From an optimization exercise on the open Yosys and OpenROAD flow, aimed at small area; shortcuts taken in it are not production practice. In this exercise RTL edits were held to simulation tests only and were not proved equivalent to the original. Power is estimated from default activity; no workload was simulated.

main:
==> flow/design.v <==
`default_nettype none
package reg_file_pkg;
    typedef enum logic [0:0] {
        CLEAR = 1'b0,
        RUN   = 1'b1
    } rf_state_t;
    function automatic logic rf_addr_ok(input int unsigned addr,
                                        input int unsigned nregs,
                                        input logic        zero_reg);
        rf_addr_ok = (addr < nregs) && !(zero_reg && (addr == 0));
    endfunction
endpackage
`default_nettype wire
`default_nettype none
module reg_file_aoi222 (
    input  logic a1,
    input  logic a2,
    input  logic b1,
    input  logic b2,
    input  logic c1,
    input  logic c2,
    output logic y
);
    assign y = !((a1 && a2) || (b1 && b2) || (c1 && c2));
endmodule
`default_nettype wire
`default_nettype none
module reg_file_rd_tail
#(
    parameter int N = 11
) (
    input  logic [N-1:0] xn,
    input  logic         ph,
    input  logic         nbyp,
    input  logic         s0,
    input  logic         d0,
    input  logic         s1,
    input  logic         d1,
    output logic         y
);
    localparam int NP = (N + 3) / 4;
    logic [NP-1:0] w_p;
    logic          w_tn;
    for (genvar j = 0; j < NP; j++) begin : g_p
        localparam int W = (N - 4 * j >= 4) ? 4 : N - 4 * j;
        reg_file_nand_n #(.N (W)) u_nand (.a (xn[4*j +: W]), .y (w_p[j]));
    end
    reg_file_rd_veto #(.N (NP)) u_veto (.p (w_p), .nbyp (nbyp), .ph (ph), .tn (w_tn));
    reg_file_rd_out u_out (.tn (w_tn), .s0 (s0), .d0 (d0), .s1 (s1), .d1 (d1), .y (y));
endmodule
`default_nettype wire
`default_nettype none
module reg_file_nand_n
#(
    parameter int N = 4
) (
    input  logic [N-1:0] a,
    output logic         y
);
    assign y = !(&a);
endmodule
`default_nettype wire
`default_nettype none
module reg_file_rd_veto
#(
    parameter int N = 3
) (
    input  logic [N-1:0] p,
    input  logic         nbyp,
    input  logic         ph,
    output logic         tn
);
    logic w_rn;
    assign w_rn = !((|p) && nbyp);
    assign tn   = w_rn ^ ph;
endmodule
`default_nettype wire
`default_nettype none
module reg_file_rd_out (
    input  logic tn,
    input  logic s0,
    input  logic d0,
    input  logic s1,
    input  logic d1,
    output logic y
);
    logic w_bn;
    assign w_bn = !((s0 && d0) || (s1 && d1));
    assign y    = !(tn && w_bn);
endmodule
`default_nettype wire
`default_nettype none
module reg_file_and2 (
    input  logic a,
    input  logic b,
    output logic y
);
    assign y = a && b;
endmodule
`default_nettype wire
`default_nettype none
module reg_file_nand2 (
    input  logic a,
    input  logic b,
    output logic y
);
    assign y = !(a && b);
endmodule
`default_nettype wire
`default_nettype none
module reg_file_clear_fsm
#(
    parameter int NREGS = 32,
    parameter int AW    = (NREGS > 1) ? $clog2(NREGS) : 1
) (
    input  logic          clk,
    input  logic          reset,
    input  logic          clear_req,
    output logic          ready,
    output logic          clr_en,
    output logic [AW-1:0] clr_addr
);
    localparam logic [AW-1:0] c_last_addr = AW'(NREGS - 1);
    logic          r_ready;
    logic [AW-1:0] r_ptr;
    always_ff @(posedge clk) begin
        if (reset) begin
            r_ready <= 1'b0;
            r_ptr   <= '0;
        end else if (!r_ready) begin
            r_ptr <= (r_ptr == c_last_addr) ? '0 : r_ptr + AW'(1);
            if (r_ptr == c_last_addr) begin
                r_ready <= 1'b1;
            end
        end else if (clear_req) begin
            r_ready <= 1'b0;
        end
    end
    assign ready    = r_ready;
    assign clr_en   = !r_ready;
    assign clr_addr = r_ptr;
endmodule
`default_nettype wire
`default_nettype none
module reg_file_mp
#(
    parameter  int XLEN     = 32,
    parameter  int NREGS    = 32,
    parameter  int NRD      = 2,
    parameter  int ZERO_REG = 1,
    parameter  int BYPASS   = 1,
    localparam int AW       = $clog2(NREGS)
) (
    input  logic              clk,
    input  logic              reset,
    input  logic              clear_req,
    output logic              ready,
    input  logic              we0,
    input  logic [AW-1:0]     waddr0,
    input  logic [XLEN-1:0]   wdata0,
    input  logic              we1,
    input  logic [AW-1:0]     waddr1,
    input  logic [XLEN-1:0]   wdata1,
    input  logic [NRD*AW-1:0] raddr,
    output logic [NRD*XLEN-1:0] rdata
);
    localparam int FIRST = (ZERO_REG != 0) ? 1 : 0;
    logic            w_clr_en;
    logic [AW-1:0]   w_clr_addr;
    reg_file_clear_fsm #(
        .NREGS (NREGS),
        .AW    (AW)
    ) u_clear_fsm (
        .clk       (clk),
        .reset     (reset),
        .clear_req (clear_req),
        .ready     (ready),
        .clr_en    (w_clr_en),
        .clr_addr  (w_clr_addr)
    );
    logic [XLEN-1:0] r_mem [NREGS];
    logic            r_phase;
    logic [XLEN-1:0] w_wx0, w_wx1;
    always_ff @(posedge clk) begin
        r_phase <= !(ready && r_phase);
    end
    assign w_wx0 = wdata0 ^ {XLEN{r_phase}};
    assign w_wx1 = wdata1 ^ {XLEN{r_phase}};
    if (FIRST != 0) begin : g_zero
        assign r_mem[0] = '0;
    end
    for (genvar i = FIRST; i < NREGS; i++) begin : g_reg
        logic w_hit0, w_hit1, w_sel0, w_sel1, w_hold;
        assign w_hit0 = we0 && (waddr0 == AW'(i));
        assign w_hit1 = we1 && (waddr1 == AW'(i));
        assign w_sel1 = ready && w_hit1;
        assign w_sel0 = ready && w_hit0 && !w_hit1;
        assign w_hold = ready && !w_hit0 && !w_hit1;
        logic [XLEN-1:0] w_nxt;
        for (genvar b = 0; b < XLEN; b++) begin : g_bit
            reg_file_aoi222 u_upd (
                .a1 (r_mem[i][b]), .a2 (w_hold),
                .b1 (w_wx0[b]),    .b2 (w_sel0),
                .c1 (w_wx1[b]),    .c2 (w_sel1),
                .y  (w_nxt[b])
            );
        end
        always_ff @(posedge clk) begin
            r_mem[i] <= w_nxt;
        end
    end
    for (genvar k = 0; k < NRD; k++) begin : g_rd
        logic [AW-1:0]   w_ra;
        logic            w_nz, w_m0, w_m1, w_byp;
        logic [XLEN-1:0] w_rd;
        logic            w_rsel;
        assign w_ra  = raddr[k*AW +: AW];
        assign w_nz  = (ZERO_REG == 0) || (w_ra != '0);
        assign w_m1  = (BYPASS != 0) && !clear_req && we1 && (waddr1 == w_ra);
        assign w_m0  = (BYPASS != 0) && !clear_req && we0 && (waddr0 == w_ra) && !w_m1;
        assign w_byp = w_m0 || w_m1;
        assign w_rsel = ready && w_nz;
        localparam int LB = 2;
        localparam int HB = AW - LB;
        logic [(1<<LB)-1:0] w_lo;
        logic [(1<<HB)-1:0] w_hi;
        always_comb begin
            for (int j = 0; j < (1 << LB); j++) begin
                w_lo[j] = ready && (w_ra[LB-1:0] == LB'(j));
            end
            for (int j = 0; j < (1 << HB); j++) begin
                w_hi[j] = (w_ra[AW-1:LB] == HB'(j));
            end
        end
        logic [NREGS-1:0] w_sel;
        if (FIRST != 0) begin : g_sel0
            assign w_sel[0] = 1'b0;
        end
        for (genvar i = FIRST; i < NREGS; i++) begin : g_sel
            reg_file_and2 u_sel (
                .a (w_hi[i >> LB]),
                .b (w_lo[i & ((1 << LB) - 1)]),
                .y (w_sel[i])
            );
        end
        logic w_bs0, w_bs1, w_nbyp;
        assign w_bs0  = ready && w_nz && w_m0;
        assign w_bs1  = ready && w_nz && w_m1;
        assign w_nbyp = !w_byp;
        localparam int NS = NREGS - FIRST;        
        localparam int NG = NS / 3;               
        localparam int NR = NS - 3 * NG;          
        for (genvar b = 0; b < XLEN; b++) begin : g_bit
            logic [NS-1:0]    w_gs, w_gd;
            logic [NG+NR-1:0] w_gx;
            always_comb begin
                for (int i = 0; i < NS; i++) begin
                    w_gs[i] = w_sel[FIRST + i];
                    w_gd[i] = r_mem[FIRST + i][b];
                end
            end
            for (genvar g = 0; g < NG; g++) begin : g_grp
                reg_file_aoi222 u_grp (
                    .a1 (w_gd[3*g]),   .a2 (w_gs[3*g]),
                    .b1 (w_gd[3*g+1]), .b2 (w_gs[3*g+1]),
                    .c1 (w_gd[3*g+2]), .c2 (w_gs[3*g+2]),
                    .y  (w_gx[g])
                );
            end
            for (genvar g = 0; g < NR; g++) begin : g_rest
                reg_file_nand2 u_rest (
                    .a (w_gd[3*NG+g]),
                    .b (w_gs[3*NG+g]),
                    .y (w_gx[NG+g])
                );
            end
            reg_file_rd_tail #(
                .N (NG + NR)
            ) u_tail (
                .xn   (w_gx),
                .ph   (w_rsel && r_phase && w_nbyp),
                .nbyp (w_nbyp),
                .s0   (w_bs0),
                .d0   (wdata0[b]),
                .s1   (w_bs1),
                .d1   (wdata1[b]),
                .y    (w_rd[b])
            );
        end
        assign rdata[k*XLEN +: XLEN] = w_rd;
    end
endmodule
`default_nettype wire
clock: 6.0 ns
lec_check: 0
cap_margin: 20
cell_pad_in_sites_detail_placement: 1
cell_pad_in_sites_global_placement: 1
core_margin: 2
core_utilization: 40
place_density: 0.7
setup_slack_margin: 0.2
slew_margin: 20
synth_hierarchical: 1
standard.sh (not shown) runs the stock make flow with config.mk's settings and CLKGATE_MAP_FILE= SYNTH_SCRIPT=/design/flow/synth_recipe.tcl, a recipe that flattens the netlist after the stock synthesis.
==> flow/flow/run.sh <==
#!/bin/bash
# Standard ORFS layout (the standard.sh, standard synthesis unchanged) with
# two placement/CTS options changed:
#  - port buffers use buf_2 (the default picks a slow delay buffer);
#  - clock tree built from clkbuf_16 in sink clusters of at most 24 sinks and
#    80 um, without dummy loads.
# make's full output goes to flow_make.log here; ORFS keeps each step's log
# under orfs/logs/.
set -euo pipefail
bash standard.sh \
  "BUFFER_PORTS_ARGS=-buffer_cell sky130_fd_sc_hd__buf_2" \
  "CTS_ARGS=-sink_clustering_enable -sink_clustering_size 24 -sink_clustering_max_diameter 80 -repair_clock_nets -dont_use_dummy_load -buf_list sky130_fd_sc_hd__clkbuf_16" \
  finish > flow_make.log 2>&1
Finished, but not clean: main, with negative setup slack.
Edits applied to the flow inputs when going from main to the feature branch:
diff --git a/flow/design.v b/flow/design.v
--- a/flow/design.v
+++ b/flow/design.v
@@ -39,53 +39,5 @@
     output logic         y
 );
-    localparam int NP = (N + 3) / 4;
-    logic [NP-1:0] w_p;
-    logic          w_tn;
-    for (genvar j = 0; j < NP; j++) begin : g_p
-        localparam int W = (N - 4 * j >= 4) ? 4 : N - 4 * j;
-        reg_file_nand_n #(.N (W)) u_nand (.a (xn[4*j +: W]), .y (w_p[j]));
-    end
-    reg_file_rd_veto #(.N (NP)) u_veto (.p (w_p), .nbyp (nbyp), .ph (ph), .tn (w_tn));
-    reg_file_rd_out u_out (.tn (w_tn), .s0 (s0), .d0 (d0), .s1 (s1), .d1 (d1), .y (y));
-endmodule
-`default_nettype wire
-`default_nettype none
-module reg_file_nand_n
-#(
-    parameter int N = 4
-) (
-    input  logic [N-1:0] a,
-    output logic         y
-);
-    assign y = !(&a);
-endmodule
-`default_nettype wire
-`default_nettype none
-module reg_file_rd_veto
-#(
-    parameter int N = 3
-) (
-    input  logic [N-1:0] p,
-    input  logic         nbyp,
-    input  logic         ph,
-    output logic         tn
-);
-    logic w_rn;
-    assign w_rn = !((|p) && nbyp);
-    assign tn   = w_rn ^ ph;
-endmodule
-`default_nettype wire
-`default_nettype none
-module reg_file_rd_out (
-    input  logic tn,
-    input  logic s0,
-    input  logic d0,
-    input  logic s1,
-    input  logic d1,
-    output logic y
-);
-    logic w_bn;
-    assign w_bn = !((s0 && d0) || (s1 && d1));
-    assign y    = !(tn && w_bn);
+    assign y = ((ph ^ !(&xn)) && nbyp) || (s0 && d0) || (s1 && d1);
 endmodule
 `default_nettype wire
@@ -279,5 +231,5 @@
             ) u_tail (
                 .xn   (w_gx),
-                .ph   (w_rsel && r_phase && w_nbyp),
+                .ph   (w_rsel && r_phase),
                 .nbyp (w_nbyp),
                 .s0   (w_bs0),
==> run summary <==
- The feature branch completed every stage of the flow, and the final layout passed the timing, design-rule and antenna checks.
- Per the comparison of the feature branch with main, routability congestion estimate down about 1%, total power essentially unchanged.
- Compared with main, the feature branch shows a lower post-detailed-routing wire length.
- In the route summary, the feature branch ends up with a via count below that of main.
- In the reports for the feature branch and main, the larger cell count belongs to main.

## re-timing with driven ports
In the flow no input, the clock included, has a driving cell. The finished layouts below were timed again as built, in two steps. Step 1 assumes that a clkbuf_16 drives the clock port and a buf_2 every other input. Step 2 adds t to the input delays and takes it off the output delays; t is the mean of the earliest and latest rising clock arrival at the registers after step 1. Input paths then give back, and output paths get back, about the clock's delay inside the block. Slacks: ideal ports / drivers / drivers and shift; pairs: ideal ports / drivers.
run | t (ns) | setup WS [ns] | clock arrival spread, ns | cell pins on the clock port's net
main | 0.779 | -0.034 / -0.188 / -0.188 | 0.082 / 0.083 | 1
the feature branch | 0.754 | 0.065 / -0.008 / 0.165 | 0.078 / 0.078 | 1
For main, which loses most, drivers alone change the setup slack by -0.154 ns; drivers and shift together by -0.154 ns.
